From an optimization exercise on the open Yosys and OpenROAD flow, aimed at small area; shortcuts taken in it are not production practice.
Where RTL was checked, it was by simulation tests only, not by an equivalence proof against the original.
Function not checked in runs 1, 2 and 4: the RTL went through the layout flow alone.
No activity file was given, so power comes from the tool's default toggle rates.

[design/flow/run.sh]
#!/bin/bash
# synth_recipe.tcl (not shown) runs the flow's synth.tcl, then flattens the netlist and writes it again
# the make line also repeats each setting of config.mk as NAME=value (left out here)
make -C /OpenROAD-flow-scripts/flow DESIGN_CONFIG=/design/flow/config.mk WORK_HOME=/design/flow/orfs CLKGATE_MAP_FILE= SYNTH_SCRIPT=/design/flow/synth_recipe.tcl finish
[design/flow/config.mk]
export PLATFORM = sky130hd
export DESIGN_NAME = sram_1r1w_param
export DESIGN_NICKNAME = sram_1r1w_param
export VERILOG_FILES = /design/flow/design.v
export SDC_FILE = /design/flow/constraint.sdc
export NUM_CORES = 4
export LEC_CHECK = 0
export CAP_MARGIN = 0
export CORE_MARGIN = 2
export CORE_UTILIZATION = 40
export CTS_BUF_LIST = sky130_fd_sc_hd__clkbuf_4 sky130_fd_sc_hd__clkbuf_8 sky130_fd_sc_hd__clkbuf_16
export CTS_CLUSTER_DIAMETER = 80
export CTS_CLUSTER_SIZE = 30
export SLEW_MARGIN = 0
export SYNTH_HIERARCHICAL = 1
export SYNTH_MINIMUM_KEEP_SIZE = 0
[design/flow/constraint.sdc]
create_clock -name core_clock -period 4.0 [get_ports {clk}]
set_input_delay 0.8000 -clock core_clock [delete_from_list [all_inputs] [get_ports {clk}]]
set_output_delay 0.8000 -clock core_clock [all_outputs]
set_load 0.01 [all_outputs]
[design/flow/design.v]
`default_nettype none
module sram_1r1w_wbit (
  input  logic q,
  input  logic hold,
  input  logic wr,
  input  logic d,
  output logic y
);
  assign y = (q & hold) | (d & wr);
endmodule
module sram_1r1w_rd3 (
  input  logic [2:0] sel,
  input  logic [2:0] d,
  output logic       y_n
);
  assign y_n = ~|(sel & d);
endmodule
module sram_1r1w_rdor #(
  parameter int N = 22
) (
  input  logic [N-1:0] g_n,
  output logic         y
);
  assign y = ~&g_n;
endmodule
module sram_1r1w_param #(
  parameter int    DATA_WIDTH        = 32,
  parameter int    SIZE              = 64,
  parameter int    ADDR_WIDTH        = (SIZE > 1) ? $clog2(SIZE) : 1,
  parameter        READ_DURING_WRITE = "NEW_DATA",
  parameter int    CLEAR_ON_RESET    = 1
) (
  input  logic                  clk,
  input  logic                  rst_n,
  input  logic                  read_en,
  input  logic [ADDR_WIDTH-1:0] read_addr,
  output logic [DATA_WIDTH-1:0] read_data,
  input  logic                  write_en,
  input  logic [ADDR_WIDTH-1:0] write_addr,
  input  logic [DATA_WIDTH-1:0] write_data,
  output logic                  init_busy
);
  logic [ADDR_WIDTH-1:0]               r_cnt;
  logic [SIZE-1:0][DATA_WIDTH-1:0]     r_mem;
  always_ff @(posedge clk) begin
    if (!rst_n) begin
      r_cnt     <= '0;
      init_busy <= 1'b1;
    end else begin
      r_cnt     <= r_cnt + 1'b1;
      init_busy <= init_busy && (r_cnt != ADDR_WIDTH'(SIZE - 1));
    end
  end
  logic                  w_we;
  logic [ADDR_WIDTH-1:0] w_wa;
  logic [SIZE-1:0]       w_row_sel;
  logic [SIZE-1:0]       w_row_wr;
  logic [SIZE-1:0]       w_row_hold;
  logic [SIZE-1:0][DATA_WIDTH-1:0] w_mem_next;
  assign w_we = rst_n && (init_busy || write_en);
  assign w_wa = init_busy ? r_cnt : write_addr;
  always_comb begin
    for (int i = 0; i < SIZE; i++) begin
      w_row_sel[i]  = w_we && (w_wa == ADDR_WIDTH'(i));
      w_row_hold[i] = !w_row_sel[i];
      w_row_wr[i]   = w_row_sel[i] && !init_busy;
    end
  end
  for (genvar i = 0; i < SIZE; i++) begin : g_row
    for (genvar j = 0; j < DATA_WIDTH; j++) begin : g_bit
      sram_1r1w_wbit u_wbit (
        .q(r_mem[i][j]), .hold(w_row_hold[i]), .wr(w_row_wr[i]),
        .d(write_data[j]), .y(w_mem_next[i][j])
      );
    end
  end
  always_ff @(posedge clk) begin
    r_mem <= w_mem_next;
  end
  localparam int c_TERMS  = SIZE + 2;
  localparam int c_GROUPS = (c_TERMS + 2) / 3;
  logic            w_rd;
  logic            w_fwd;
  logic            w_hold;
  logic [c_GROUPS*3-1:0]                 w_term_sel;
  logic [c_GROUPS*3-1:0][DATA_WIDTH-1:0] w_term_dat;
  logic [DATA_WIDTH-1:0][c_GROUPS-1:0]   w_grp_n;
  logic [DATA_WIDTH-1:0]                 w_rd_next;
  assign w_rd   = rst_n && !init_busy && read_en;
  assign w_fwd  = w_rd && write_en && (write_addr == read_addr);
  assign w_hold = rst_n && !w_rd;
  always_comb begin
    w_term_sel = '0;
    w_term_dat = '0;
    for (int i = 0; i < SIZE; i++) begin
      w_term_sel[i] = w_rd && !w_fwd && (read_addr == ADDR_WIDTH'(i));
      w_term_dat[i] = r_mem[i];
    end
    w_term_sel[SIZE]     = w_fwd;
    w_term_dat[SIZE]     = write_data;
    w_term_sel[SIZE + 1] = w_hold;
    w_term_dat[SIZE + 1] = read_data;
  end
  for (genvar g = 0; g < c_GROUPS; g++) begin : g_grp
    for (genvar j = 0; j < DATA_WIDTH; j++) begin : g_bit
      sram_1r1w_rd3 u_rd3 (
        .sel(w_term_sel[3*g +: 3]),
        .d({w_term_dat[3*g+2][j], w_term_dat[3*g+1][j], w_term_dat[3*g][j]}),
        .y_n(w_grp_n[j][g])
      );
    end
  end
  for (genvar j = 0; j < DATA_WIDTH; j++) begin : g_rdor
    sram_1r1w_rdor #(.N(c_GROUPS)) u_rdor (.g_n(w_grp_n[j]), .y(w_rd_next[j]));
  end
  always_ff @(posedge clk) begin
    read_data <= w_rd_next;
  end
endmodule
`default_nettype wire
==> results of run 1 <==
==> metrics by stage <==
stage               instance area [sq um]  utilization  worst slack (ps)
floorplan                           70100            -               116
global placement                    82900        0.476             -2780
detailed placement                  82900        0.476             -2460
CTS                                 86900        0.499              1.61
global route                        87100        0.500             -16.0
finish                              87100        0.500              -237
==> cell families (layout without fill, tap and decap cells) <==
logic type | after synthesis | in the layout | share of synthesized area
AO/OA/AOI/OAI | 2774 | 2774 | 0.359
XOR/XNOR | 9 | 9 | 0.00112
adder cells (fa/ha/maj) | 1 | 1 | 0.000179
buffers and inverters | 38 | 1235 | 0.00327
flip-flops | 2087 | 2087 | 0.596
multiplexers | 1 | 1 | 0.000143
other | 0 | 1 | 0
AND/OR/NAND/NOR | 519 | 520 | 0.0402
==> modules after synthesis, one instance, submodules excluded, excerpt <==
module	times used	area, sq um	flops+latches
sram_1r1w_param	1	43600	2087
sram_1r1w_wbit	2048	8.76	0
sram_1r1w_rd3	704	10.0	0
==> critical path, stage by stage <==
cell and delay [ps]:
buf_4 130, xnor2_4 460, nand4_1 620, nor2_4 320
buf_12 150, buf_12 100, buf_4 120, nor3_4 110
buf_6 190, a222oi_1 710, nand4_1 610, nor4_2 470
nand4_1 110
==> where the power goes <==
group          switching (uW)  internal (uW)  total [uW]
clock                    7670           5370       13000
sequential               69.9          20900       21000
combinational             815            222        1040
total                    8550          26500       35000
==> cells in the final DEF (no fill, tap or decap), drive strengths merged, types with 3 or more instances in the layout <==
cell / instances
clkinvlp: 7
and4: 32
a22o: 2048
inv: 33
a32o: 3
xnor2: 8
buf: 1013
dfxtp: 2087
clkdlybuf4s50: 40
nand4: 163
clkbuf: 108
a222oi: 704
nand3b: 4
nor4: 32
nand2b: 6
nand3: 10
nor2: 92
nand2: 96
clkinv: 26
o21ai: 4
bufinv: 4
nor3: 68
nor2b: 5
and2: 5
a32oi: 4
==> sequential cells by signal, indices dropped and copies added, names as in the netlist <==
signal and count:
r_mem 2048, read_data 32, r_cnt 6, init_busy 1
==> area by class of cell <==
type,count,area (sq um),share of cell area
Inverter,3,11.3,0.000129
Tap cell,2325,2910,0.0334
Clock inverter,67,922,0.0106
Clock buffer,107,2610,0.0299
Sequential cell,2087,41800,0.480
Antenna cell,1,2.50,0.0000287
Timing Repair Buffer,1058,9960,0.114
Multi-Input combinational cell,3305,28900,0.332
==> worst max-delay path by stage <==
stage,start,endpoint,slack (ps),depth (start not counted)
finish,write_addr[5],read_data[18],-240,13
detailed placement,write_addr[5],read_data[8],-2460,12
floorplan,write_addr[3],read_data[0],120,10
global placement,write_addr[4],read_data[0],-2780,14
CTS,write_addr[5],read_data[18],2,13
global route,read_addr[0],read_data[13],-20,14
==> metal layers <==
metal | global-route usage | routed length [um]
met4 | 0.191 | 21200
met1 | 0.448 | 124000
met5 | 0 | 22
met2 | 0.486 | 130000
met3 | 0.0872 | 37100
==> repair_timing <==
item | in CTS | in global routing
resized for setup | 66 | 21
setup endpoints to repair | 32 | 21
cloned | 0 | 2
pin swaps | 30 | 38
hold endpoints to repair | 0 | 0
hold buffers | 0 | 0
setup buffers | 29 | 21
==> impl_results.md, run 1 <==
- Setup TNS: -2660 ps
- H-tree levels: 3
- Syn_area_per_cell: 12.9 sq um
- CP Capture Type: flip-flop
- Sequential area share after synthesis: 0.596
- Max cap viols: 0
- Initial Utilization: 0.403
- Routed WL per cell: 35.0 um
- Worst reg2reg startpoint: init_busy
- Number of clock buffers inserted by TritonCTS: 99
- Via density: 7.10
- Pwr dens: 402 nW/um^2
- Top Ports: 81
- FP Rows: 153
- Fail Reasons: negative setup slack
- Final Hold Fails: 0
- Hold path depth: 2
- Final ANT Viol Nets: 0
- Fmax: 236 MHz
- Hold_sp: write_data[31]
- Min-Delay Endpoint: r_mem[543]
- Grt ovf: 0
- Unrepaired setup endpoints after global routing: true
- Final nets: 6603
- CTS Sinks: 2087
- Filler cell count: 15.3k
- Synth cell count leaders: 2087 x dfxtp_1, 2048 x a22o_1, 704 x a222oi_1
- Maximum root-to-sink buffer count: 3
- Synthesized instance count: 5429
- Data required time at the worst endpoint: 4690 ps
- Fin Hold WS: 379 ps
- Crit path launch type: primary input
- GPL Wtd Cong: 1.02
- Post-Syn Area: 70100 sq um
- Final min period: 4240 ps
- Netlist cell types: 46
- Placed Cells: 8734
- Top cells by area, synth: dfxtp_1 60%, a22o_1 26%, a222oi_1 10%, nand4_1 1.5%, nand2_1 0.51%
- Ys Warns: 7
- Total track usage: 0.334
- Synthesized Nets: 5478
- Slew @ Worst Pin: 1390 ps
- Die Width: 423 um
- Synth top area share: 0.596
- Layout cells sized above 1: 0.203
- FF-to-FF End: read_data[10]
- Root Buffer: clkbuf_16
- Async set-reset flop share out of synthesis: 0
- R2R Setup Slk: 280 ps
- CP Class: primary input to flip-flop
- Reg2reg path depth: 13
- Area delta synth->final: 24.2%
- Ratio of final minimum period to clock period: 1.06
- CP Max Fanout: 13
- Worst-skew pair later-pin latency: 810 ps
- Setup WS post-layout: -237 ps
- 1st-iter DRT viols: 11.2k
- CTS tree: yes
- EDFF count, synth: 0
- Tightest Hold Check Type: primary input to flip-flop
- Vias in the first global route: 60.0k
- Synth area leader: dfxtp_1
- Max VDD drop: 0.000329 V
- Die Height: 423 um
- Clk_skew: 61.5 ps
- Worst endpoint data arrival time: 4920 ps
- Initial antenna violation count: 11
- DRC: 0
- Run status: complete, but fails checks
- Core Region: 174000 sq um
- Total power: 35000 uW
- FF+latch count, synth: 2087
- DR pass1 iterations: 10
- Total number of vias: 63.5k
- Main flop type after synthesis: dfxtp_1
- P_leak: 0.0328 uW
- Clk pin slew, worst setup/hold paths: 110 ps
- First-pass GRT wire length: 444 mm
- Cell Count, Final, Fillers Out: 8953
- Fin. max-slew vios: 0
- Port bufs: 80
- Top-count cell post-synth: dfxtp_1
- Die footprint: 179000 sq um
- Post-DP HPWL: 200 mm
- Largest net degree at the start of global routing: 66
- Final setup viols: 23
- Drt total wl: 313 mm
- Relative slew slack: 0.0695
==> run 2: changes to the inputs <==
--- a/design/flow/config.mk
+++ b/design/flow/config.mk
@@ -13,2 +13,3 @@
 export CTS_CLUSTER_SIZE = 30
+export GPL_TIMING_DRIVEN = 0
 export SLEW_MARGIN = 0
==> impl_results.md, run 2 <==
- Worst endpoint data arrival time: 4830 ps (was 4920 ps)
- Die Width: 423 um (unchanged)
- DR pass1 iterations: 10 (unchanged)
- Die Height: 423 um (unchanged)
- Core Region: 174000 sq um (unchanged)
- Sequential share of power: 0.597 (was 0.598)
- Post-DP HPWL: 190 mm (was 200 mm)
- CTS Sinks: 2087 (unchanged)
- Main flop type after synthesis: dfxtp_1 (unchanged)
- Ys Warns: 7 (unchanged)
- Fmax: 235 MHz (was 236 MHz)
- Commonest cells after routing, fill and taps aside: 2086 x dfxtp_1, 2048 x a22o_1, 704 x a222oi_1, 163 x nand4_1, 146 x buf_6 (was 2087 x dfxtp_1, 2048 x a22o_1, 832 x buf_4, 704 x a222oi_1, 163 x nand4_1)
- Total number of vias: 60.0k (was 63.5k)
- Placed Area: 78600 sq um (was 82900 sq um)
- Total track usage: 0.311 (was 0.334)
- Synth area leader: dfxtp_1 (unchanged)
- Post-Syn Area: 70100 sq um (unchanged)
- Clk_skew: 51.2 ps (was 61.5 ps)
- Psw: 8470 uW (was 8550 uW)
- Pwr dens: 420 nW/um^2 (was 402 nW/um^2)
- Slew @ Worst Pin: 1510 ps (was 1390 ps)
- Drt total wl: 292 mm (was 313 mm)
- Grt ovf: 0 (unchanged)
- Fin. max-slew vios: 11 (was 0)
- Largest registers: r_mem (2048), read_data (32), r_cnt (6) (unchanged)
- Layout cells sized above 1: 0.133 (was 0.203)
- CTS tree: yes (unchanged)
- Relative slew slack: -0.00935 (was 0.0695)
- Worst setup endpoint: read_data[31] (was read_data[18])
- Max cap viols: 2 (was 0)
- Area delta synth->final: 19.1% (was 24.2%)
- Synthesized instance count: 5429 (unchanged)
- Top-count cell post-synth: dfxtp_1 (unchanged)
- Tightest Hold Check Type: primary input to flip-flop (unchanged)
- Routed WL per cell: 35.1 um (was 35.0 um)
- Reg2reg path depth: 12 (was 13)
- Port bufs: 74 (was 80)
- Data required time at the worst endpoint: 4580 ps (was 4690 ps)
- Die footprint: 179000 sq um (unchanged)
- Total power: 35100 uW (was 35000 uW)
- Worst reg2reg startpoint: init_busy (unchanged)
- H-tree levels: 3 (unchanged)
- Ratio of final minimum period to clock period: 1.06 (about the same)
- Syn_area_per_cell: 12.9 sq um (unchanged)
- Top Ports: 81 (unchanged)
- Unrepaired setup endpoints after global routing: true (unchanged)
- Clk network pwr share: 0.377 (was 0.372)
- Run status: complete, but fails checks (unchanged)
- Maximum root-to-sink buffer count: 3 (unchanged)
- Fail Reasons: max-capacitance violations, max-slew violations, negative setup slack (was negative setup slack)
- Worst-skew pair later-pin latency: 790 ps (was 810 ps)
- Number of clock buffers inserted by TritonCTS: 101 (was 99)
- CP Capture Type: flip-flop (unchanged)
- Synth cell count leaders: 2087 x dfxtp_1, 2048 x a22o_1, 704 x a222oi_1 (unchanged)
- Final setup viols: 15 (was 23)
- R2R Setup Slk: -200 ps (was 280 ps)
- P_leak: 0.0303 uW (was 0.0328 uW)
- Number of flip-flops under the largest register name: 2048 (unchanged)
- Sw Ratio: 0.242 (was 0.244)
- Max VDD drop: 0.000336 V (was 0.000329 V)
- Vias in the first global route: 56.4k (was 60.0k)
- GPL Wtd Cong: 0.993 (was 1.02)
- Final Hold Fails: 0 (unchanged)
- Biggest register: r_mem (unchanged)
- Fin util: 0.479 (was 0.500)
- FF-to-FF End: read_data[31] (was read_data[10])
- Post-layout instance area: 83400 sq um (was 87100 sq um)
- 1st-iter DRT viols: 10.7k (was 11.2k)
- Final ANT Viol Nets: 0 (unchanged)
- DRC: 0 (unchanged)
- Sequential area share after synthesis: 0.596 (unchanged)
- CP Class: primary input to flip-flop (unchanged)
- Final min period: 4250 ps (was 4240 ps)
- EDFF count, synth: 0 (unchanged)
- Largest net degree at the start of global routing: 66 (unchanged)
- Clk pin slew, worst setup/hold paths: 110 ps (about the same)
- Worst Setup SP: read_addr[5] (was write_addr[5])
- Combinational power share: 0.026 (was 0.030)
- FF+latch count, synth: 2087 (unchanged)
- Initial antenna violation count: 13 (was 11)
- Initial Utilization: 0.403 (unchanged)
- Final nets: 5970 (was 6603)
- Root Buffer: clkbuf_16 (unchanged)
- Setup WS post-layout: -247 ps (was -237 ps)
- Crit path launch type: primary input (unchanged)
- Most common cell after layout, fill and taps aside: dfxtp_1 (unchanged)
- Int Power: 26600 uW (was 26500 uW)
- CP Max Fanout: 13 (unchanged)
- Synth top area share: 0.596 (unchanged)
- Synthesized Nets: 5478 (unchanged)
- Netlist cell types: 46 (unchanged)
- Async set-reset flop share out of synthesis: 0 (unchanged)
- First-pass GRT wire length: 416 mm (was 444 mm)
- Top cells by area, synth: dfxtp_1 60%, a22o_1 26%, a222oi_1 10%, nand4_1 1.5%, nand2_1 0.51% (unchanged)
- Via density: 7.21 (was 7.10)
- FP Rows: 153 (unchanged)
## run 2: logic make-up after synthesis
kind of cell / count (synthesis) / share of synthesized area
adder cells (fa/ha/maj): 1 / 0.000179
flip-flops: 2087 / 0.596
AO/OA/AOI/OAI: 2774 / 0.359
AND/OR/NAND/NOR: 519 / 0.0402
buffers and inverters: 38 / 0.00327
multiplexers: 1 / 0.000143
XOR/XNOR: 9 / 0.00112
## run 2: critical path, cell delays in order
cell	delay, ps
dlygate4sd2_1	470
or2_2	350
clkbuf_4	360
nor3_2	80
buf_6	170
buf_6	160
buf_6	150
a222oi_1	680
nand4_1	550
nor4_4	660
nand4_1	380
## run 2: metrics by stage
stage,std cells,hold slack (ps),setup TNS [ps],worst slack (ps)
floorplan,5429,452,0,116
global placement,7828,464,-2802340,-5010
detailed placement,8087,469,-497680,-3030
CTS,8279,226,-10.1,-10.1
global route,8329,248,-355,-140
finish,8332,277,-1450,-247
## run 2: how the worst min path moves through the flow
stage                         from            to  slack (ps)  cells after the start
floorplan               r_mem[992]  read_data[0]         450                      2
global placement       r_mem[2024]   r_mem[2024]         460                      1
detailed placement     r_mem[1369]   r_mem[1369]         470                      1
CTS                 write_data[28]   r_mem[1404]         230                      2
global route        write_data[28]   r_mem[1436]         250                      2
finish              write_data[28]   r_mem[1404]         280                      2
## run 2: repair_timing
action                     4_1_cts  5_1_grt
setup endpoints to repair       32       25
hold buffers                     0        0
resized for setup              106       32
buffers inserted                16       42
gates cloned                     2        8
pin swaps                       39       49
## run 2: modules after synthesis, one instance, submodules excluded, excerpt
module | cells | copies in the design | area (sq um) | flops+latches
sram_1r1w_wbit | 1 | 2048 | 8.76 | 0
sram_1r1w_param | 2453 | 1 | 43600 | 2087
sram_1r1w_rd3 | 1 | 704 | 10.0 | 0
## run 2: per-layer routing
| layer | GRT usage | part of all wire |
|---|---|---|
| met5 | 0 | 0.00013 |
| met4 | 0.170 | 0.063 |
| met3 | 0.0666 | 0.10 |
| met2 | 0.462 | 0.43 |
| met1 | 0.419 | 0.41 |
## run 2: power groups by stage
stage | clock, uW | combinational (uW) | sequential (uW)
after detailed placement | 0 | 873 | 21400
after global placement | 0 | 771 | 21400
after global routing | 14100 | 923 | 21000
final | 13200 | 898 | 21000
after floorplan | 0 | 192 | 21400
after CTS | 13300 | 875 | 20900
## run 2: final cells by class
type                    count  area (sq um)
fillers                 15300         90600
inverters                   3          11.3
flip-flops and latches   2087         41800
well taps                2325          2910
multi-input cells        3305         29600
diodes                     10          25.0
repair buffers            392          5220
plain buffers              31           262
clock inverters            72          1010
clock buffers             107          2610
==> run 3: changes to the inputs <==
--- a/design/flow/design.v
+++ b/design/flow/design.v
@@ -16,10 +16,2 @@
   assign y_n = ~|(sel & d);
-endmodule
-module sram_1r1w_rdor #(
-  parameter int N = 22
-) (
-  input  logic [N-1:0] g_n,
-  output logic         y
-);
-  assign y = ~&g_n;
 endmodule
@@ -112,4 +104,5 @@
   end
-  for (genvar j = 0; j < DATA_WIDTH; j++) begin : g_rdor
-    sram_1r1w_rdor #(.N(c_GROUPS)) u_rdor (.g_n(w_grp_n[j]), .y(w_rd_next[j]));
+  always_comb begin
+    for (int j = 0; j < DATA_WIDTH; j++)
+      w_rd_next[j] = ~&w_grp_n[j];
   end
==> design/flow/config.mk (replaced) <==
export PLATFORM = sky130hd
export DESIGN_NAME = sram_1r1w_param
export DESIGN_NICKNAME = sram_1r1w_param
export VERILOG_FILES = /design/flow/design.v
export SDC_FILE = /design/flow/constraint.sdc
export NUM_CORES = 4
export LEC_CHECK = 0
export CAP_MARGIN = 20
export CORE_MARGIN = 2
export CORE_UTILIZATION = 40
export CTS_BUF_LIST = sky130_fd_sc_hd__clkbuf_4 sky130_fd_sc_hd__clkbuf_8
export SLEW_MARGIN = 20
export SYNTH_HIERARCHICAL = 1
export SYNTH_MINIMUM_KEEP_SIZE = 0
==> impl_results.md, run 3 <==
- Biggest register: r_mem (unchanged)
- P_leak: 0.0334 uW (was 0.0303 uW)
- Routed WL per cell: 33.2 um (was 35.1 um)
- Largest registers: r_mem (2048), read_data (32), r_cnt (6) (unchanged)
- Root Buffer: clkbuf_8 (was clkbuf_16)
- CP Max Fanout: 23 (was 13)
- Final setup viols: 0 (was 15)
- Via density: 7.00 (was 7.21)
- EDFF count, synth: 0 (unchanged)
- Initial antenna violation count: 14 (was 13)
- Total track usage: 0.323 (was 0.311)
- Maximum root-to-sink buffer count: 4 (was 3)
- CP peak stage delay: 600 ps (was 680 ps)
- Main flop type after synthesis: dfxtp_1 (unchanged)
- Met1 Track Usage GR: 0.414 (was 0.419)
- Synthesized instance count: 5429 (unchanged)
- Clk pin slew, worst setup/hold paths: 60 ps (was 110 ps)
- Final Hold Fails: 0 (unchanged)
- Core Region: 174000 sq um (unchanged)
- Multi-input logic area: 28600 sq um (was 29600 sq um)
- Final nets: 6560 (was 5970)
- Grt ovf: 0 (unchanged)
- CP Class: flip-flop to flip-flop (was primary input to flip-flop)
- Pwr dens: 477 nW/um^2 (was 420 nW/um^2)
- Post-CTS sizing: 0 (was 106)
- H-tree levels: 5 (was 3)
- Most common cell after layout, fill and taps aside: dfxtp_1 (unchanged)
- Met3 Usage GRT: 0.0987 (was 0.0666)
- FF+latch count, synth: 2087 (unchanged)
- Crit path max-delay cell type: a222oi_1 (unchanged)
- Post-DP HPWL: 186 mm (was 190 mm)
- Synth area leader: dfxtp_1 (unchanged)
- Top cells by area, synth: dfxtp_1 60%, a22o_1 26%, a222oi_1 10%, nand4_1 1.5%, nand2_1 0.51% (unchanged)
- Clk_skew: 122 ps (was 51.2 ps)
- Synthesized Nets: 5478 (unchanged)
- Layout cells sized above 1: 0.215 (was 0.133)
- # hold bufs at CTS: 0 (unchanged)
- Data required time at the worst endpoint: 4890 ps (was 4580 ps)
- Top Ports: 81 (unchanged)
- Worst endpoint data arrival time: 4650 ps (was 4830 ps)
- Initial Utilization: 0.403 (unchanged)
- Worst-skew pair later-pin latency: 1100 ps (was 790 ps)
- Crit path launch type: flip-flop (was primary input)
- Critical path buffer and inverter count: 6 (was 5)
- First-pass GRT wire length: 433 mm (was 416 mm)
- Post-Syn Area: 70100 sq um (unchanged)
- Ys Warns: 7 (unchanged)
- Vias in the first global route: 61.2k (was 56.4k)
- CTS Sinks: 2087 (unchanged)
- Max cap viols: 0 (was 2)
- Tightest Hold Check Type: primary input to flip-flop (unchanged)
- Filler cell count: 15.2k (was 15.3k)
- Top Usage Layer GRT: met2 (unchanged)
- Final min period: 3760 ps (was 4250 ps)
- Commonest cells after routing, fill and taps aside: 2087 x dfxtp_1, 2048 x a22o_1, 704 x a222oi_1, 606 x buf_4, 441 x clkbuf_8 (was 2086 x dfxtp_1, 2048 x a22o_1, 704 x a222oi_1, 163 x nand4_1, 146 x buf_6)
- Die Width: 423 um (unchanged)
- Area delta synth->final: 25.3% (was 19.1%)
- Total power: 41900 uW (was 35100 uW)
- CP most frequent cell: buf_4 (was buf_6)
- Fin. max-slew vios: 0 (was 11)
- Post-CTS setup buffers: 0 (was 16)
- Total number of vias: 63.6k (was 60.0k)
- Die footprint: 179000 sq um (unchanged)
- Final ANT Viol Nets: 0 (unchanged)
- M2 GR Usage: 0.473 (was 0.462)
- Async set-reset flop share out of synthesis: 0 (unchanged)
- 1st-iter DRT viols: 10.3k (was 10.7k)
- DRC: 0 (unchanged)
- Syn_area_per_cell: 12.9 sq um (unchanged)
- Unrepaired setup endpoints after global routing: false (was true)
- Slew @ Worst Pin: 1110 ps (was 1510 ps)
- Largest delay share family, worst path: simple AND/OR/NAND/NOR gates (unchanged)
- Register area: 41800 sq um (about the same)
- Synth cell count leaders: 2087 x dfxtp_1, 2048 x a22o_1, 704 x a222oi_1 (unchanged)
- Max VDD drop: 0.000330 V (was 0.000336 V)
- Die Height: 423 um (unchanged)
- Post-layout instance area: 87800 sq um (was 83400 sq um)
- Number of flip-flops under the largest register name: 2048 (unchanged)
- Drt total wl: 302 mm (was 292 mm)
- CTS tree: yes (unchanged)
- Number of clock buffers inserted by TritonCTS: 346 (was 101)
- Ratio of final minimum period to clock period: 0.940 (was 1.06)
- Sequential area share after synthesis: 0.596 (unchanged)
- Port bufs: 80 (was 74)
- CP Capture Type: flip-flop (unchanged)
- Synth top area share: 0.596 (unchanged)
- Placed Area: 80500 sq um (was 78600 sq um)
- Top-count cell post-synth: dfxtp_1 (unchanged)
- Largest net degree at the start of global routing: 66 (unchanged)
- Fmax: 266 MHz (was 235 MHz)
- Netlist cell types: 46 (unchanged)
- GPL Wtd Cong: 1.01 (was 0.993)
- FP Rows: 153 (unchanged)
- Crit-path cells: and3b_1, nand4_1, nor2_4, buf_12, nor3_2, buf_12, buf_4, a222oi_1, buf_4, nand4_1, buf_4, nor4_1, buf_4, nand4_1 (was dlygate4sd2_1, or2_2, clkbuf_4, nor3_2, buf_6, buf_6, buf_6, a222oi_1, nand4_1, nor4_4, nand4_1)
- DR pass1 iterations: 9 (was 10)
- Relative slew slack: 0.257 (was -0.00935)
- Run status: finished clean (was complete, but fails checks)
## run 3: cell counts after synthesis
Identical to the previous run, type by type.
## run 3: worst paths after layout
kind | start | endpoint | slack [ps] | cells past startpoint
hold / removal | write_data[16] | r_mem[944] | 170 | 2
setup reg to reg | init_busy | read_data[24] | 240 | 14
setup / recovery | init_busy | read_data[24] | 240 | 14
hold reg to reg | r_mem[1089] | read_data[1] | 460 | 2
## run 3: kinds of logic (layout without fill, tap and decap cells)
group	Yosys count	after routing	share of synthesized area
AOI/OAI and AO/OA	2774	2774	0.359
and+or+nand+nor	519	519	0.0402
xor gates and xnor gates	9	9	0.00112
buffers and inverters	38	1367	0.00327
other	0	5	0
muxes	1	1	0.000143
adders and majority gates	1	1	0.000179
DFF	2087	2087	0.596
## run 3: through the flow
step                      TNS (ps)  utilization  instances  setup slack (ps)  hold slack [ps]
after global placement      -10580        0.462       8488              -689              464
after CTS                        0        0.505       9083               452             89.8
final                            0        0.505       9088               241              165
after global routing             0        0.505       9086               244              130
after detailed placement     -9980        0.462       8488              -580              469
after floorplan                  0            -       5429               116              452
## run 3: worst reg2reg max path: stages, from the launching register on
cell	delay, ps
dfxtp_1	340
and3b_1	240
nand4_1	140
nor2_4	160
buf_12	160
nor3_2	70
buf_12	150
buf_4	140
a222oi_1	600
buf_4	210
nand4_1	480
buf_4	380
nor4_1	280
buf_4	160
nand4_1	80
## run 3: final cells by class
class / count / area share
Clock buffer: 543 / 0.0778
Antenna cell: 5 / 0.000142
Timing Repair Buffer: 769 / 0.0816
Tap cell: 2325 / 0.0331
Multi-Input combinational cell: 3304 / 0.326
Clock inverter: 52 / 0.00580
Inverter: 3 / 0.000128
Sequential cell: 2087 / 0.476
## run 3: per-module statistics from Yosys, one instance, submodules excluded
| module | flip-flops and latches | times used |
|---|---|---|
| sram_1r1w_wbit | 0 | 2048 |
| sram_1r1w_param | 2087 | 1 |
| sram_1r1w_rd3 | 0 | 704 |
## run 3: report_power, final
group / internal, uW / switching [uW]
Sequential: 20900 / 68.8
Clock: 11400 / 8660
Combinational: 201 / 708
## run 3: routing by layer
metal	wire, um	up-vias	part of all wire
li1	-	26300	-
met1	119000	32400	0.39
met2	128000	3997	0.42
met3	34500	892	0.11
met4	20300	16	0.067
met5	327	-	0.0011
==> run 4: changes to the inputs <==
--- a/design/flow/design.v
+++ b/design/flow/design.v
@@ -16,2 +16,10 @@
   assign y_n = ~|(sel & d);
+endmodule
+module sram_1r1w_rdor #(
+  parameter int N = 22
+) (
+  input  logic [N-1:0] g_n,
+  output logic         y
+);
+  assign y = ~&g_n;
 endmodule
@@ -45,5 +53,3 @@
   end
-  logic                  w_we;
-  logic [ADDR_WIDTH-1:0] w_wa;
-  logic [SIZE-1:0]       w_row_sel;
+  logic [SIZE-1:0]       w_row_sweep;
   logic [SIZE-1:0]       w_row_wr;
@@ -51,9 +57,7 @@
   logic [SIZE-1:0][DATA_WIDTH-1:0] w_mem_next;
-  assign w_we = rst_n && (init_busy || write_en);
-  assign w_wa = init_busy ? r_cnt : write_addr;
   always_comb begin
     for (int i = 0; i < SIZE; i++) begin
-      w_row_sel[i]  = w_we && (w_wa == ADDR_WIDTH'(i));
-      w_row_hold[i] = !w_row_sel[i];
-      w_row_wr[i]   = w_row_sel[i] && !init_busy;
+      w_row_sweep[i] = rst_n && init_busy && (r_cnt == ADDR_WIDTH'(i));
+      w_row_wr[i]    = rst_n && !init_busy && write_en && (write_addr == ADDR_WIDTH'(i));
+      w_row_hold[i]  = !(w_row_sweep[i] || w_row_wr[i]);
     end
@@ -87,3 +91,3 @@
     for (int i = 0; i < SIZE; i++) begin
-      w_term_sel[i] = w_rd && !w_fwd && (read_addr == ADDR_WIDTH'(i));
+      w_term_sel[i] = w_rd && !w_row_wr[i] && (read_addr == ADDR_WIDTH'(i));
       w_term_dat[i] = r_mem[i];
@@ -104,5 +108,4 @@
   end
-  always_comb begin
-    for (int j = 0; j < DATA_WIDTH; j++)
-      w_rd_next[j] = ~&w_grp_n[j];
+  for (genvar j = 0; j < DATA_WIDTH; j++) begin : g_rdor
+    sram_1r1w_rdor #(.N(c_GROUPS)) u_rdor (.g_n(w_grp_n[j]), .y(w_rd_next[j]));
   end
==> design/flow/flow/run.sh (new file) <==
#!/bin/bash
# Standard ORFS layout (the standard.sh, standard synthesis) with a leaner
# clock tree (larger sink clusters, no dummy loads) and plain buffers on the
# ports. Each ORFS step logs to orfs/logs/; this script's own output goes to
# standard.log.
set -euo pipefail
export CTS_ARGS="-sink_clustering_enable -repair_clock_nets -dont_use_dummy_load -sink_clustering_size 16 -sink_clustering_max_diameter 50 -buf_list {sky130_fd_sc_hd__clkbuf_4 sky130_fd_sc_hd__clkbuf_8}"
export BUFFER_PORTS_ARGS="-buffer_cell sky130_fd_sc_hd__buf_2"
bash standard.sh > standard.log 2>&1
==> design/flow/standard.sh (new file) <==
#!/bin/bash
# synth_recipe.tcl (not shown) runs the flow's synth.tcl, then flattens the netlist and writes it again
# the make line also repeats each setting of config.mk as NAME=value (left out here)
make -C /OpenROAD-flow-scripts/flow DESIGN_CONFIG=/design/flow/config.mk WORK_HOME=/design/flow/orfs CLKGATE_MAP_FILE= SYNTH_SCRIPT=/design/flow/synth_recipe.tcl "${@:-finish}"
--- a/design/flow/config.mk
+++ b/design/flow/config.mk
@@ -7,7 +7,6 @@
 export LEC_CHECK = 0
-export CAP_MARGIN = 20
+export CAP_MARGIN = 0
 export CORE_MARGIN = 2
 export CORE_UTILIZATION = 40
-export CTS_BUF_LIST = sky130_fd_sc_hd__clkbuf_4 sky130_fd_sc_hd__clkbuf_8
-export SLEW_MARGIN = 20
+export SLEW_MARGIN = 0
 export SYNTH_HIERARCHICAL = 1
removed: design/flow/run.sh
==> impl_results.md, run 4 <==
- # hold bufs at CTS: 0 (unchanged)
- Synthesized Nets: 5457 (was 5478)
- Main flop type after synthesis: dfxtp_1 (unchanged)
- Post-CTS sizing: 0 (unchanged)
- Grt ovf: 0 (unchanged)
- Slew @ Worst Pin: 1380 ps (was 1110 ps)
- Core Region: 174000 sq um (about the same)
- FF-to-FF End: read_data[17] (was read_data[24])
- Top-count cell post-synth: dfxtp_1 (unchanged)
- Fin. max-slew vios: 0 (unchanged)
- Synth cell count leaders: 2087 x dfxtp_1, 2048 x a22o_1, 704 x a222oi_1 (unchanged)
- CP Class: flip-flop to flip-flop (unchanged)
- Tightest Hold Check Type: primary input to flip-flop (unchanged)
- Worst reg2reg startpoint: init_busy (unchanged)
- Routed WL per cell: 35.7 um (was 33.2 um)
- Root Buffer: clkbuf_8 (unchanged)
- Reg2reg path depth: 9 (was 14)
- Synth top area share: 0.594 (was 0.596)
- Min-Delay Endpoint: r_mem[882] (was r_mem[944])
- Cell Count, Final, Fillers Out: 8370 (was 9088)
- Top cells by area, synth: dfxtp_1 59%, a22o_1 26%, a222oi_1 10%, nand4_1 1.5%, nor3_1 0.73% (was dfxtp_1 60%, a22o_1 26%, a222oi_1 10%, nand4_1 1.5%, nand2_1 0.51%)
- EDFF count, synth: 0 (unchanged)
- Maximum root-to-sink buffer count: 3 (was 4)
- Final nets: 6089 (was 6560)
- Port bufs: 80 (unchanged)
- Post-layout instance area: 81400 sq um (was 87800 sq um)
- Hold path depth: 2 (unchanged)
- Max cap viols: 0 (unchanged)
- Max VDD drop: 0.000258 V (was 0.000330 V)
- Number of flip-flops under the largest register name: 2048 (unchanged)
- Area delta synth->final: 15.8% (was 25.3%)
- Clk pin slew, worst setup/hold paths: 70 ps (was 60 ps)
- Final setup viols: 1 (was 0)
- Detail Route met2 WL: 128 mm (about the same)
- GPL Wtd Cong: 1.02 (was 1.01)
- Number of clock buffers inserted by TritonCTS: 180 (was 346)
- Crit path max-delay cell type: nor4_1 (was a222oi_1)
- R2R Setup Slk: -70 ps (was 240 ps)
- Worst-skew pair later-pin latency: 960 ps (was 1100 ps)
- Async set-reset flop share out of synthesis: 0 (unchanged)
- Initial antenna violation count: 37 (was 14)
- Die footprint: 179000 sq um (about the same)
- Setup slack after placement: -371 ps (was -580 ps)
- Psw: 7560 uW (was 9440 uW)
- P_leak: 0.0298 uW (was 0.0334 uW)
- Data required time at the worst endpoint: 4730 ps (was 4890 ps)
- Crit-path cells: nand4b_1, buf_12, nor3_4, nor3_4, buf_4, a222oi_1, nand4_1, nor4_1, nand4_1 (was and3b_1, nand4_1, nor2_4, buf_12, nor3_2, buf_12, buf_4, a222oi_1, buf_4, nand4_1, buf_4, nor4_1, buf_4, nand4_1)
- Final Hold Fails: 0 (unchanged)
- CP Capture Type: flip-flop (unchanged)
- Largest net degree at the start of global routing: 65 (was 66)
- Biggest register: r_mem (unchanged)
- Relative slew slack: 0.0779 (was 0.257)
- Total power: 32500 uW (was 41900 uW)
- Pwr dens: 399 nW/um^2 (was 477 nW/um^2)
- Final min period: 4070 ps (was 3760 ps)
- CTS Sinks: 2087 (unchanged)
- Ys Warns: 7 (unchanged)
- FF+latch count, synth: 2087 (unchanged)
- Die Height: 423 um (about the same)
- CP peak stage delay: 1030 ps (was 600 ps)
- Ratio of final minimum period to clock period: 1.02 (was 0.940)
- Clk network pwr share: 0.333 (was 0.478)
- FP Rows: 153 (unchanged)
- Fmax: 246 MHz (was 266 MHz)
- Drt total wl: 298 mm (was 302 mm)
- Synthesized instance count: 5404 (was 5429)
- Int Power: 24900 uW (was 32500 uW)
- Filler cell count: 15.7k (was 15.2k)
- Unrepaired setup endpoints after global routing: false (unchanged)
- Netlist cell types: 37 (was 46)
- Layout cells sized above 1: 0.145 (was 0.215)
- Largest registers: r_mem (2048), read_data (32), r_cnt (6) (unchanged)
- Routed metal-1 wirelength: 117 mm (was 119 mm)
- Combinational power share: 0.026 (was 0.022)
- H-tree levels: 4 (was 5)
- 1st-iter DRT viols: 10.9k (was 10.3k)
- Commonest cells after routing, fill and taps aside: 2087 x dfxtp_1, 2048 x a22o_1, 704 x a222oi_1, 371 x buf_4, 180 x clkbuf_8 (was 2087 x dfxtp_1, 2048 x a22o_1, 704 x a222oi_1, 606 x buf_4, 441 x clkbuf_8)
- Fail Reasons: negative setup slack
- DR pass1 iterations: 14 (was 9)
- Total track usage: 0.319 (was 0.323)
- Sw Ratio: 0.233 (was 0.225)
- Worst endpoint data arrival time: 4800 ps (was 4650 ps)
- Post-CTS setup buffers: 0 (unchanged)
- Syn_area_per_cell: 13.0 sq um (was 12.9 sq um)
- First-pass GRT wire length: 425 mm (was 433 mm)
- Via density: 7.28 (was 7.00)
- Placed Area: 78900 sq um (was 80500 sq um)
- Vias in the first global route: 57.1k (was 61.2k)
- Post-DP HPWL: 181 mm (was 186 mm)
- Total number of vias: 61.0k (was 63.6k)
- CTS tree: yes (unchanged)
- Top Ports: 81 (unchanged)
- Sequential share of power: 0.641 (was 0.500)
- Met3 wire len: 36.4 mm (was 34.5 mm)
- Clk_skew: 128 ps (was 122 ps)
- Initial Utilization: 0.404 (was 0.403)
- Sequential area share after synthesis: 0.594 (was 0.596)
- Max Used Layer: met5 (unchanged)
- Largest delay share family, worst path: simple AND/OR/NAND/NOR gates (unchanged)
- Hold_sp: write_data[18] (was write_data[16])
- CP Max Fanout: 25 (was 23)
- Fin util: 0.467 (was 0.505)
- Synth area leader: dfxtp_1 (unchanged)
- Crit path launch type: flip-flop (unchanged)
- Most common cell after layout, fill and taps aside: dfxtp_1 (unchanged)
- Critical path buffer and inverter count: 2 (was 6)
- Run status: complete, but fails checks (was finished clean)
- Setup WS post-layout: -66.1 ps (was 241 ps)
- Final ANT Viol Nets: 0 (unchanged)
- DRC: 0 (unchanged)
- Die Width: 423 um (about the same)
- Post-Syn Area: 70300 sq um (was 70100 sq um)
- Placed Cells: 8179 (was 8488)
==> run 4: layout make-up <==
type                       count  area, sq um  area share
clock buffer                 180         2480      0.0304
sequential                  2087        41800       0.513
timing repair buffer         484         3920      0.0482
tap                         2325         2910      0.0357
inverter                       8         30.0    0.000369
antenna                       11         27.5    0.000338
multi-input combinational   3275        30300       0.372
==> run 4: kinds of logic (layout without fill, tap and decap cells) <==
logic type,count (synthesis),in the layout,synth area share
flops,2087,2087,0.594
other cells,0,11,0
buf+inv,42,672,0.00267
compound gates,2824,2824,0.361
fa+ha+maj,5,5,0.000890
xor+xnor,9,9,0.00112
simple gates,437,437,0.0399
==> run 4: power by group through the flow <==
stage	Sequential (uW)	Combinational, uW	Clock, uW
2_1_floorplan	21300	147	0
3_5_place_dp	21300	833	0
4_1_cts	20800	834	10900
3_3_place_gp	21300	824	0
5_1_grt	20800	870	11700
6_report	20800	854	10800
==> run 4: worst max path at each step <==
stage,from,to,slack [ps],cells past startpoint
after detailed placement,write_addr[0],read_data[17],-370,9
after floorplan,write_addr[4],read_data[0],10,9
after global routing,init_busy,read_data[17],30,9
after CTS,init_busy,read_data[17],260,10
after global placement,rst_n,read_data[17],-410,12
final,init_busy,read_data[17],-70,9
==> run 4: routing by layer <==
metal,track usage,vias up
li1,-,25200
met1,0.425,30800
met2,0.469,4210
met3,0.0895,754
met4,0.166,18
met5,0,-
==> run 4: Yosys stat by module (local to each module, per instance), a selection <==
module	cell area (sq um)	cells inside	flip-flops and latches
sram_1r1w_param	43800	2428	2087
sram_1r1w_rd3	10.0	1	0
sram_1r1w_wbit	8.76	1	0
==> run 4: stage by stage <==
step	setup TNS [ps]	hold WS (ps)
final	-66.1	214
after global routing	0	178
after CTS	0	126
after detailed placement	-1570	469
after global placement	-1480	464
after floorplan	0	452
==> run 5: changes to the inputs <==
--- a/design/flow/design.v
+++ b/design/flow/design.v
@@ -17,9 +17,32 @@
 endmodule
-module sram_1r1w_rdor #(
-  parameter int N = 22
+module sram_1r1w_nand #(
+  parameter int N = 4
 ) (
-  input  logic [N-1:0] g_n,
+  input  logic [N-1:0] a,
   output logic         y
 );
-  assign y = ~&g_n;
+  assign y = ~&a;
+endmodule
+module sram_1r1w_nor2 (
+  input  logic [1:0] a,
+  output logic       y_n
+);
+  assign y_n = ~|a;
+endmodule
+module sram_1r1w_rdor (
+  input  logic [21:0] g_n,
+  output logic        y
+);
+  logic [5:0] w_l1;
+  logic [2:0] w_l2_n;
+  for (genvar k = 0; k < 4; k++) begin : g_l1a
+    sram_1r1w_nand u_nand (.a(g_n[4*k +: 4]), .y(w_l1[k]));
+  end
+  for (genvar k = 0; k < 2; k++) begin : g_l1b
+    sram_1r1w_nand #(.N(3)) u_nand (.a(g_n[16 + 3*k +: 3]), .y(w_l1[4 + k]));
+  end
+  for (genvar k = 0; k < 3; k++) begin : g_l2
+    sram_1r1w_nor2 u_nor (.a(w_l1[2*k +: 2]), .y_n(w_l2_n[k]));
+  end
+  assign y = ~&w_l2_n;
 endmodule
@@ -109,3 +132,3 @@
   for (genvar j = 0; j < DATA_WIDTH; j++) begin : g_rdor
-    sram_1r1w_rdor #(.N(c_GROUPS)) u_rdor (.g_n(w_grp_n[j]), .y(w_rd_next[j]));
+    sram_1r1w_rdor u_rdor (.g_n(w_grp_n[j]), .y(w_rd_next[j]));
   end
--- a/design/flow/config.mk
+++ b/design/flow/config.mk
@@ -9,3 +9,3 @@
 export CORE_MARGIN = 2
-export CORE_UTILIZATION = 40
+export CORE_UTILIZATION = 35
 export SLEW_MARGIN = 0
==> impl_results.md, run 5 <==
- Run status: finished clean (was complete, but fails checks)
- Largest registers: r_mem (2048), read_data (32), r_cnt (6) (unchanged)
- Pwr dens: 396 nW/um^2 (was 399 nW/um^2)
- Sequential area share after synthesis: 0.593 (was 0.594)
- Number of clock buffers inserted by TritonCTS: 176 (was 180)
- Post-CTS setup buffers: 0 (unchanged)
- Post-DP HPWL: 180 mm (was 181 mm)
- Relative slew slack: 0.102 (was 0.0779)
- First-pass GRT wire length: 419 mm (was 425 mm)
- Netlist cell types: 35 (was 37)
- Clk_skew: 106 ps (was 128 ps)
- Post-CTS sizing: 0 (unchanged)
- Ratio of final minimum period to clock period: 0.953 (was 1.02)
- Final Hold Fails: 0 (unchanged)
- Via density: 6.94 (was 7.28)
- CP Max Fanout: 22 (was 25)
- R2R Setup Slk: 190 ps (was -70 ps)
- Setup TNS: 0 ps (was -66.1 ps)
- Final setup viols: 0 (was 1)
- Reg2reg path depth: 9 (unchanged)
- Synth area leader: dfxtp_1 (unchanged)
- Worst endpoint data arrival time: 4580 ps (was 4800 ps)
- Commonest cells after routing, fill and taps aside: 2087 x dfxtp_1, 2048 x a22o_1, 704 x a222oi_1, 405 x buf_4, 176 x clkbuf_8 (was 2087 x dfxtp_1, 2048 x a22o_1, 704 x a222oi_1, 371 x buf_4, 180 x clkbuf_8)
- Placed Cells: 8614 (was 8179)
- Hold_sp: write_data[1] (was write_data[18])
- Cell Count, Final, Fillers Out: 8810 (was 8370)
- Grt ovf: 0 (unchanged)
- Top Ports: 81 (unchanged)
- Clk pin slew, worst setup/hold paths: 70 ps (about the same)
- Synth cell count leaders: 2087 x dfxtp_1, 2048 x a22o_1, 704 x a222oi_1 (unchanged)
- Post-Syn Area: 70500 sq um (was 70300 sq um)
- Async set-reset flop share out of synthesis: 0 (unchanged)
- Die Height: 453 um (was 423 um)
- Biggest register: r_mem (unchanged)
- Initial Utilization: 0.352 (was 0.404)
- Maximum root-to-sink buffer count: 3 (unchanged)
- 1st-iter DRT viols: 10.3k (was 10.9k)
- Worst reg2reg startpoint: init_busy (unchanged)
- P_leak: 0.0303 uW (was 0.0298 uW)
- CTS Sinks: 2087 (unchanged)
- Filler cell count: 18.6k (was 15.7k)
- Die footprint: 205000 sq um (was 179000 sq um)
- Final nets: 6189 (was 6089)
- Final min period: 3810 ps (was 4070 ps)
- Tightest Hold Check Type: primary input to flip-flop (unchanged)
- GPL Wtd Cong: 0.979 (was 1.02)
- Synthesized instance count: 5500 (was 5404)
- FF-to-FF End: read_data[17] (unchanged)
- Root Buffer: clkbuf_8 (unchanged)
- Syn_area_per_cell: 12.8 sq um (was 13.0 sq um)
- Unrepaired setup endpoints after global routing: false (unchanged)
- Max cap viols: 0 (unchanged)
- FF+latch count, synth: 2087 (unchanged)
- Number of flip-flops under the largest register name: 2048 (unchanged)
- Synth top area share: 0.593 (was 0.594)
- Slew @ Worst Pin: 1340 ps (was 1380 ps)
- Core Region: 200000 sq um (was 174000 sq um)
- Synthesized Nets: 5553 (was 5457)
- Crit path launch type: flip-flop (unchanged)
- Worst-skew pair later-pin latency: 1020 ps (was 960 ps)
- Vias in the first global route: 58.1k (was 57.1k)
- Fmax: 262 MHz (was 246 MHz)
- Largest net degree at the start of global routing: 65 (unchanged)
- Most common cell after layout, fill and taps aside: dfxtp_1 (unchanged)
- Top cells by area, synth: dfxtp_1 59%, a22o_1 25%, a222oi_1 10%, nand4_1 1.2%, nand3_1 0.76% (was dfxtp_1 59%, a22o_1 26%, a222oi_1 10%, nand4_1 1.5%, nor3_1 0.73%)
- Die Width: 453 um (was 423 um)
- CP Capture Type: flip-flop (unchanged)
- Top-count cell post-synth: dfxtp_1 (unchanged)
- Ys Warns: 7 (unchanged)
- DR pass1 iterations: 11 (was 14)
- Main flop type after synthesis: dfxtp_1 (unchanged)
- Worst setup endpoint: read_data[17] (unchanged)
- DRC: 0 (unchanged)
- Worst Setup SP: init_busy (unchanged)
- Data required time at the worst endpoint: 4770 ps (was 4730 ps)
- Drt total wl: 292 mm (was 298 mm)
- Layout cells sized above 1: 0.143 (was 0.145)
- EDFF count, synth: 0 (unchanged)
- CP Class: flip-flop to flip-flop (unchanged)
- Routed WL per cell: 33.1 um (was 35.7 um)
- Fin. max-slew vios: 0 (unchanged)
- Total number of vias: 61.2k (was 61.0k)
- Max VDD drop: 0.000254 V (was 0.000258 V)
- # hold bufs at CTS: 0 (unchanged)
- Final ANT Viol Nets: 0 (unchanged)
- Area delta synth->final: 15.9% (was 15.8%)
- H-tree levels: 4 (unchanged)
- FP Rows: 164 (was 153)
- Fin Hold WS: 172 ps (was 214 ps)
- Initial antenna violation count: 20 (was 37)
- Port bufs: 80 (unchanged)
- Total track usage: 0.272 (was 0.319)
- CTS tree: yes (unchanged)
[run 5: cell count changes in the layout (fill, tap and decap cells not counted), sizes merged]
cell    change
nand3      +96
buf         +8
and4       -32
diode       +9
nor4       -32
clkbuf      -4
nor2       +96
nand4      -32
[run 5: kinds of logic after synthesis]
group,after synthesis,share of synthesized area
adder cells (fa/ha/maj),5,0.000887
AO/OA/AOI/OAI,2824,0.360
buffers and inverters,42,0.00254
XOR/XNOR,9,0.00112
flip-flops,2087,0.593
AND/OR/NAND/NOR,533,0.0430
[run 5: worst min-delay path by stage]
stage / end / cells past startpoint
2_1_floorplan: r_mem[0] / 1
3_3_place_gp: r_mem[699] / 1
3_5_place_dp: r_mem[1756] / 1
4_1_cts: r_mem[1569] / 2
5_1_grt: r_mem[1569] / 2
6_report: r_mem[1569] / 2
[run 5: cell type report]
cell class              instances  area, sq um  area share
inverters                       8         30.0    0.000367
clock buffers                 176         2420      0.0296
diodes                         20         50.0    0.000612
repair buffers                492         3840      0.0469
flip-flops and latches       2087        41800       0.511
multi-input cells            3371        30300       0.371
well taps                    2656         3320      0.0407
[run 5: critical path, cell delays in order, from the launching register on]
cell and delay (ps):
dfxtp_1 430, nand4bb_4 460, buf_12 300, nor3_4 230
nor3_4 190, buf_4 240, a222oi_1 690, nand4_1 410
nor2_1 520, nand3_1 130
[run 5: per-module statistics from Yosys (local to each module, per instance), excerpt]
| module | cell area [sq um] | flops+latches | copies in the design |
|---|---|---|---|
| sram_1r1w_nand | 6.26 | 0 | 128 |
| sram_1r1w_nor2 | 3.75 | 0 | 96 |
| sram_1r1w_param | 43900 | 2087 | 1 |
| sram_1r1w_rd3 | 10.0 | 0 | 704 |
| sram_1r1w_rdor | 5.00 | 0 | 32 |
| sram_1r1w_wbit | 8.76 | 0 | 2048 |
[run 5: routing by layer]
layer  wire length, um  GRT usage  vias up
met5                26          0        -
met4             17100      0.146        4
met3             33900     0.0644      635
met2            123000      0.394     4050
met1            118000      0.371    31000
li1                  -          -    25400
[run 5: power breakdown]
group	switching, uW	internal, uW
Sequential	25.6	20800
Combinational	743	140
Clock	6770	3920
Total	7540	24900
[run 5: metrics by stage]
step,instance area (sq um),setup WS (ps),total power (uW),utilization
3_3_place_gp,79300,-563,22100,0.396
4_1_cts,81700,49.4,32500,0.408
2_1_floorplan,70900,3.29,21400,-
6_report,81700,189,32400,0.409
3_5_place_dp,79300,-547,22200,0.396
5_1_grt,81700,125,33300,0.408
==> run 6: changes to the inputs <==
--- a/design/flow/config.mk
+++ b/design/flow/config.mk
@@ -9,3 +9,3 @@
 export CORE_MARGIN = 2
-export CORE_UTILIZATION = 35
+export CORE_UTILIZATION = 40
 export SLEW_MARGIN = 0
==> impl_results.md, run 6 <==
- Worst endpoint data arrival time: 4650 ps (was 4580 ps)
- Clk pin slew, worst setup/hold paths: 90 ps (was 70 ps)
- Top Ports: 81 (unchanged)
- Run status: finished clean (unchanged)
- Netlist cell types: 35 (unchanged)
- CP Capture Type: flip-flop (unchanged)
- Post-layout instance area: 81600 sq um (was 81700 sq um)
- Post-CTS setup buffers: 0 (unchanged)
- Maximum root-to-sink buffer count: 3 (unchanged)
- Top cells by area, synth: dfxtp_1 59%, a22o_1 25%, a222oi_1 10%, nand4_1 1.2%, nand3_1 0.76% (unchanged)
- Post-DP HPWL: 181 mm (was 180 mm)
- Total track usage: 0.310 (was 0.272)
- Final setup viols: 0 (unchanged)
- Data required time at the worst endpoint: 4830 ps (was 4770 ps)
- Relative slew slack: 0.102 (about the same)
- CP Max Fanout: 18 (was 22)
- Commonest cells after routing, fill and taps aside: 2087 x dfxtp_1, 2048 x a22o_1, 704 x a222oi_1, 438 x buf_4, 175 x clkbuf_8 (was 2087 x dfxtp_1, 2048 x a22o_1, 704 x a222oi_1, 405 x buf_4, 176 x clkbuf_8)
- DRC: 0 (unchanged)
- Worst-skew pair later-pin latency: 990 ps (was 1020 ps)
- H-tree levels: 4 (unchanged)
- FF+latch count, synth: 2087 (unchanged)
- Setup WS post-layout: 176 ps (was 189 ps)
- Placed Area: 79200 sq um (was 79300 sq um)
- Tightest Hold Check Type: primary input to flip-flop (unchanged)
- Fmax: 262 MHz (about the same)
- Largest net degree at the start of global routing: 65 (unchanged)
- Filler cell count: 15.9k (was 18.6k)
- Cell Count, Final, Fillers Out: 8528 (was 8810)
- FP Rows: 154 (was 164)
- Biggest register: r_mem (unchanged)
- Async set-reset flop share out of synthesis: 0 (unchanged)
- Main flop type after synthesis: dfxtp_1 (unchanged)
- Top-count cell post-synth: dfxtp_1 (unchanged)
- Critical path buffer and inverter count: 3 (was 2)
- Clk network pwr share: 0.329 (was 0.330)
- Most common cell after layout, fill and taps aside: dfxtp_1 (unchanged)
- DR pass1 iterations: 10 (was 11)
- Root Buffer: clkbuf_8 (unchanged)
- Layout cells sized above 1: 0.148 (was 0.143)
- Drt total wl: 290 mm (was 292 mm)
- Int Power: 24800 uW (was 24900 uW)
- Sequential area share after synthesis: 0.593 (unchanged)
- Clk_skew: 129 ps (was 106 ps)
- 1st-iter DRT viols: 10.3k (about the same)
- CP most frequent cell: buf_4 (was nor3_4)
- Post-Syn Area: 70500 sq um (unchanged)
- Setup slack after placement: -426 ps (was -547 ps)
- Synthesized Nets: 5553 (unchanged)
- CP Class: flip-flop to flip-flop (unchanged)
- Crit-path cells: nand4bb_4, buf_12, nor3_4, nor3_2, buf_4, buf_4, a222oi_1, nand4_1, nor2_1, nand3_1 (was nand4bb_4, buf_12, nor3_4, nor3_4, buf_4, a222oi_1, nand4_1, nor2_1, nand3_1)
- Number of flip-flops under the largest register name: 2048 (unchanged)
- Area delta synth->final: 15.8% (was 15.9%)
- CTS Sinks: 2087 (unchanged)
- Die Width: 424 um (was 453 um)
- Register area: 41800 sq um (unchanged)
- Final ANT Viol Nets: 0 (unchanged)
- Final Hold Fails: 0 (unchanged)
- Synth area leader: dfxtp_1 (unchanged)
- CP peak stage delay: 780 ps (was 690 ps)
- Final nets: 6227 (was 6189)
- Initial antenna violation count: 21 (was 20)
- Max cap viols: 0 (unchanged)
- Fin Hold WS: 241 ps (was 172 ps)
- Post-CTS sizing: 0 (unchanged)
- Crit path launch type: flip-flop (unchanged)
- Fin. max-slew vios: 0 (unchanged)
- Number of clock buffers inserted by TritonCTS: 175 (was 176)
- Synth top area share: 0.593 (unchanged)
- Largest delay share family, worst path: simple AND/OR/NAND/NOR gates (unchanged)
- Psw: 7530 uW (was 7540 uW)
- Pwr dens: 396 nW/um^2 (about the same)
- Crit path max-delay cell type: nor2_1 (was a222oi_1)
- CTS tree: yes (unchanged)
- First-pass GRT wire length: 417 mm (was 419 mm)
- Largest registers: r_mem (2048), read_data (32), r_cnt (6) (unchanged)
- GPL Wtd Cong: 0.985 (was 0.979)
- Die Height: 424 um (was 453 um)
- Fin util: 0.465 (was 0.409)
- Via density: 7.13 (was 6.94)
- Max VDD drop: 0.000260 V (was 0.000254 V)
- Syn_area_per_cell: 12.8 sq um (unchanged)
- Total number of vias: 60.8k (was 61.2k)
- Placed Cells: 8337 (was 8614)
- Die footprint: 180000 sq um (was 205000 sq um)
- Sequential share of power: 0.644 (was 0.643)
- P_leak: 0.0305 uW (was 0.0303 uW)
- Synthesized instance count: 5500 (unchanged)
- # hold bufs at CTS: 0 (unchanged)
- Slew @ Worst Pin: 1340 ps (about the same)
- Multi-input logic area: 30300 sq um (about the same)
- Ratio of final minimum period to clock period: 0.956 (was 0.953)
- Unrepaired setup endpoints after global routing: false (unchanged)
- Routed WL per cell: 34.1 um (was 33.1 um)
- Synth cell count leaders: 2087 x dfxtp_1, 2048 x a22o_1, 704 x a222oi_1 (unchanged)
- EDFF count, synth: 0 (unchanged)
- Ys Warns: 7 (unchanged)
- Core Region: 176000 sq um (was 200000 sq um)
- Vias in the first global route: 57.3k (was 58.1k)
- Port bufs: 80 (unchanged)
- Combinational power share: 0.027 (about the same)
- Final min period: 3820 ps (was 3810 ps)
- Grt ovf: 0 (unchanged)
- Sw Ratio: 0.233 (about the same)
- Initial Utilization: 0.401 (was 0.352)
run 6: modules after synthesis (local to each module, per instance), excerpt:
| module | cells inside | flip-flops and latches |
|---|---|---|
| sram_1r1w_param | 2428 | 2087 |
| sram_1r1w_rdor | 1 | 0 |
| sram_1r1w_wbit | 1 | 0 |
| sram_1r1w_nand | 1 | 0 |
| sram_1r1w_rd3 | 1 | 0 |
| sram_1r1w_nor2 | 1 | 0 |
run 6: path summary, 6_finish.rpt:
| path | start | endpoint | slack (ps) | depth (start not counted) |
|---|---|---|---|---|
| min reg2reg | r_mem[1291] | r_mem[1291] | 480 | 1 |
| max | init_busy | read_data[5] | 180 | 10 |
| min | rst_n | init_busy | 240 | 3 |
| max reg2reg | init_busy | read_data[5] | 180 | 10 |
run 6: tightest hold or removal path: cells and delay by family:
kind	cells	cell delay [ps]
AND/OR/NAND/NOR	1	50
buffers and inverters	2	320
run 6: final cells by class:
| class | instances | area share |
|---|---|---|
| well taps | 2340 | 0.0359 |
| repair buffers | 531 | 0.0508 |
| inverters | 8 | 0.000368 |
| flip-flops and latches | 2087 | 0.512 |
| diodes | 16 | 0.000490 |
| multi-input cells | 3371 | 0.371 |
| clock buffers | 175 | 0.0295 |
run 6: metrics by stage:
stage	TNS (ps)	total power (uW)
global placement	-3940	22100
CTS	0	32400
detailed placement	-3400	22200
finish	0	32400
global route	0	33200
floorplan	0	21400
run 6: power by group through the flow:
| stage | sequential (uW) | combinational [uW] | clock [uW] |
|---|---|---|---|
| 4_1_cts | 20800 | 845 | 10800 |
| 3_3_place_gp | 21300 | 836 | 0 |
| 3_5_place_dp | 21300 | 844 | 0 |
| 6_report | 20800 | 871 | 10700 |
| 5_1_grt | 20800 | 887 | 11500 |
| 2_1_floorplan | 21300 | 137 | 0 |
run 6: cells by family (layout without fill, tap and decap cells):
logic type / count (synthesis) / after routing / synth area share
AND/OR/NAND/NOR: 533 / 533 / 0.0430
other: 0 / 16 / 0
buffers and inverters: 42 / 714 / 0.00254
AO/OA/AOI/OAI: 2824 / 2824 / 0.360
flip-flops: 2087 / 2087 / 0.593
XOR/XNOR: 9 / 9 / 0.00112
adder cells (fa/ha/maj): 5 / 5 / 0.000887
run 6: routing by layer:
| layer | GRT usage | share of wire | up-vias |
|---|---|---|---|
| li1 | - | - | 25500 |
| met3 | 0.0725 | 0.11 | 558 |
| met1 | 0.425 | 0.41 | 31000 |
| met2 | 0.454 | 0.42 | 3743 |
| met4 | 0.161 | 0.056 | 12 |
| met5 | 0 | 0.00026 | - |
==> run 7: changes to the inputs <==
--- a/design/flow/config.mk
+++ b/design/flow/config.mk
@@ -7,6 +7,7 @@
 export LEC_CHECK = 0
-export CAP_MARGIN = 0
+export CAP_MARGIN = 10
 export CORE_MARGIN = 2
-export CORE_UTILIZATION = 40
-export SLEW_MARGIN = 0
+export CORE_UTILIZATION = 35
+export PLACE_DENSITY = 0.9
+export SLEW_MARGIN = 10
 export SYNTH_HIERARCHICAL = 1
==> impl_results.md, run 7 <==
- Critical path buffer and inverter count: 2 (was 3)
- Main flop type after synthesis: dfxtp_1 (unchanged)
- Drt total wl: 280 mm (was 290 mm)
- Initial antenna violation count: 42 (was 21)
- Reg2reg path depth: 9 (was 10)
- Crit path max-delay cell type: a222oi_1 (was nor2_1)
- Most common cell after layout, fill and taps aside: dfxtp_1 (unchanged)
- Post-layout instance area: 81200 sq um (was 81600 sq um)
- Total track usage: 0.258 (was 0.310)
- Filler cell count: 18.0k (was 15.9k)
- CP Max Fanout: 28 (was 18)
- Synthesized instance count: 5500 (unchanged)
- Pwr dens: 394 nW/um^2 (was 396 nW/um^2)
- Data required time at the worst endpoint: 4810 ps (was 4830 ps)
- Syn_area_per_cell: 12.8 sq um (unchanged)
- Placed Area: 78900 sq um (was 79200 sq um)
- Slew @ Worst Pin: 1400 ps (was 1340 ps)
- Post-CTS sizing: 0 (unchanged)
- Fin Hold WS: 374 ps (was 241 ps)
- Final setup viols: 0 (unchanged)
- FF-to-FF End: read_data[7] (was read_data[5])
- Die footprint: 205000 sq um (was 180000 sq um)
- Final nets: 6160 (was 6227)
- CTS Sinks: 2087 (unchanged)
- P_leak: 0.0301 uW (was 0.0305 uW)
- Async set-reset flop share out of synthesis: 0 (unchanged)
- Via density: 7.28 (was 7.13)
- Area delta synth->final: 15.2% (was 15.8%)
- Routed WL per cell: 31.9 um (was 34.1 um)
- Total number of vias: 63.9k (was 60.8k)
- Worst-skew pair later-pin latency: 960 ps (was 990 ps)
- Largest net degree at the start of global routing: 65 (unchanged)
- Worst reg2reg startpoint: init_busy (unchanged)
- # hold bufs at CTS: 0 (unchanged)
- Fmax: 272 MHz (was 262 MHz)
- CTS tree: yes (unchanged)
- Tightest Hold Check Type: primary input to flip-flop (unchanged)
- GPL Wtd Cong: 1.03 (was 0.985)
- CP Capture Type: flip-flop (unchanged)
- Synthesized Nets: 5553 (unchanged)
- Relative slew slack: 0.0649 (was 0.102)
- Final Hold Fails: 0 (unchanged)
- Maximum root-to-sink buffer count: 3 (unchanged)
- DR pass1 iterations: 14 (was 10)
- Post-DP HPWL: 171 mm (was 181 mm)
- Initial Utilization: 0.352 (was 0.401)
- Clk_skew: 117 ps (was 129 ps)
- CP most frequent cell: nor3_4 (was buf_4)
- Sequential area share after synthesis: 0.593 (unchanged)
- WP depth: 9 (was 10)
- Number of flip-flops under the largest register name: 2048 (unchanged)
- Unrepaired setup endpoints after global routing: false (unchanged)
- DRC: 0 (unchanged)
- Die Width: 453 um (was 424 um)
- Ys Warns: 7 (unchanged)
- Top cells by area, synth: dfxtp_1 59%, a22o_1 25%, a222oi_1 10%, nand4_1 1.2%, nand3_1 0.76% (unchanged)
- Number of clock buffers inserted by TritonCTS: 168 (was 175)
- Commonest cells after routing, fill and taps aside: 2087 x dfxtp_1, 2048 x a22o_1, 704 x a222oi_1, 366 x buf_4, 168 x clkbuf_8 (was 2087 x dfxtp_1, 2048 x a22o_1, 704 x a222oi_1, 438 x buf_4, 175 x clkbuf_8)
- Largest registers: r_mem (2048), read_data (32), r_cnt (6) (unchanged)
- Top-count cell post-synth: dfxtp_1 (unchanged)
- Synth cell count leaders: 2087 x dfxtp_1, 2048 x a22o_1, 704 x a222oi_1 (unchanged)
- EDFF count, synth: 0 (unchanged)
- Largest delay share family, worst path: simple AND/OR/NAND/NOR gates (unchanged)
- Run status: finished clean (unchanged)
- H-tree levels: 4 (unchanged)
- Hold path depth: 5 (was 3)
- FP Rows: 164 (was 154)
- R2R Setup Slk: 330 ps (was 180 ps)
- Top Ports: 81 (unchanged)
- Min-Delay Endpoint: read_data[28] (was init_busy)
- Netlist cell types: 35 (unchanged)
## run 7: cell counts after synthesis
Identical to the previous run, type by type.
## run 7: worst register-to-register path: stages, from the launching register on
cell and delay, ps:
dfxtp_1 380, nand4bb_4 250, buf_12 240, nor3_4 350
nor3_4 200, buf_4 270, a222oi_1 660, nand4_1 540
nor2_1 580, nand3_1 130
## run 7: power by group
part           internal [uW]  total, uW  switching, uW  leakage (uW)
sequential             20800      20800           26.9        0.0168
clock                   3750      10300           6580       0.00121
combinational            128        866            738        0.0121
total                  24700      32000           7340        0.0301
## run 7: layout make-up
type                       instances  area, sq um  share of cell area
inverter                           8         30.0            0.000370
tap                             2656         3320              0.0409
timing repair buffer             471         3720              0.0458
clock buffer                     168         2310              0.0285
sequential                      2087        41800               0.514
multi-input combinational       3371        30000               0.369
antenna                           23         57.6            0.000709
## run 7: how the worst max path moves through the flow
stage	startpoint	end
2_1_floorplan	rst_n	read_data[0]
3_3_place_gp	rst_n	read_data[7]
3_5_place_dp	rst_n	read_data[7]
4_1_cts	init_busy	read_data[25]
5_1_grt	init_busy	read_data[3]
6_report	init_busy	read_data[7]
## run 7: modules after synthesis (local to each module, per instance), a selection
module           flip-flops and latches  cells  times used
sram_1r1w_nand                        0      1         128
sram_1r1w_nor2                        0      1          96
sram_1r1w_param                    2087   2428           1
sram_1r1w_rd3                         0      1         704
sram_1r1w_rdor                        0      1          32
sram_1r1w_wbit                        0      1        2048
## run 7: kinds of logic (layout without fill, tap and decap cells)
family,Yosys count,after routing,share of synthesized area
simple gates,533,533,0.0430
flops,2087,2087,0.593
buf+inv,42,647,0.00254
fa+ha+maj,5,5,0.000887
other cells,0,23,0
xor+xnor,9,9,0.00112
compound gates,2824,2824,0.360
## run 7: through the flow
stage                      util  std cells  setup TNS, ps  setup slack, ps
after global routing      0.406       8776              0              334
after detailed placement  0.394       8593           -541             -176
after global placement    0.394       8593           -548             -198
final                     0.406       8784              0              327
after CTS                 0.406       8761              0              648
after floorplan               -       5500              0             3.29
## run 7: per-layer routing
layer / GRT usage / wire length [um]
met5: 0.00420 / 342
met4: 0.200 / 25600
met3: 0.101 / 45800
met2: 0.374 / 116000
met1: 0.305 / 93000

==> afterwards: timing with drivers on the ports <==
The results above use ideal ports. As a check the final layouts listed here were re-extracted and re-timed, cells and wires unchanged.
Step 1: set_driving_cell puts a clkbuf_16 on clk and a buf_2 on each other input, an assumption about the parent block.
Step 2 also shifts input and output timing later by t, the mid clock arrival at the registers, as if the neighbouring blocks saw the same clock.
Three values: ideal, step 1, step 2; two values: the first two.
run | t (ns) | slack for setup (ns)
run 1 | 0.877 | -0.237 / -0.171 / -1.048
run 2 | 0.861 | -0.247 / -0.314 / -1.175
run 3 | 1.124 | 0.241 / 0.088 / -1.037
run 4 | 1.002 | -0.066 / -0.066 / -0.853
run 5 | 1.026 | 0.189 / 0.189 / -0.557
run 6 | 1.015 | 0.176 / 0.176 / -0.629
run 7 | 0.991 | 0.327 / 0.327 / -0.652
With both steps, setup timing fails in run 3, run 5, run 6 and run 7, where it was met with ideal ports.
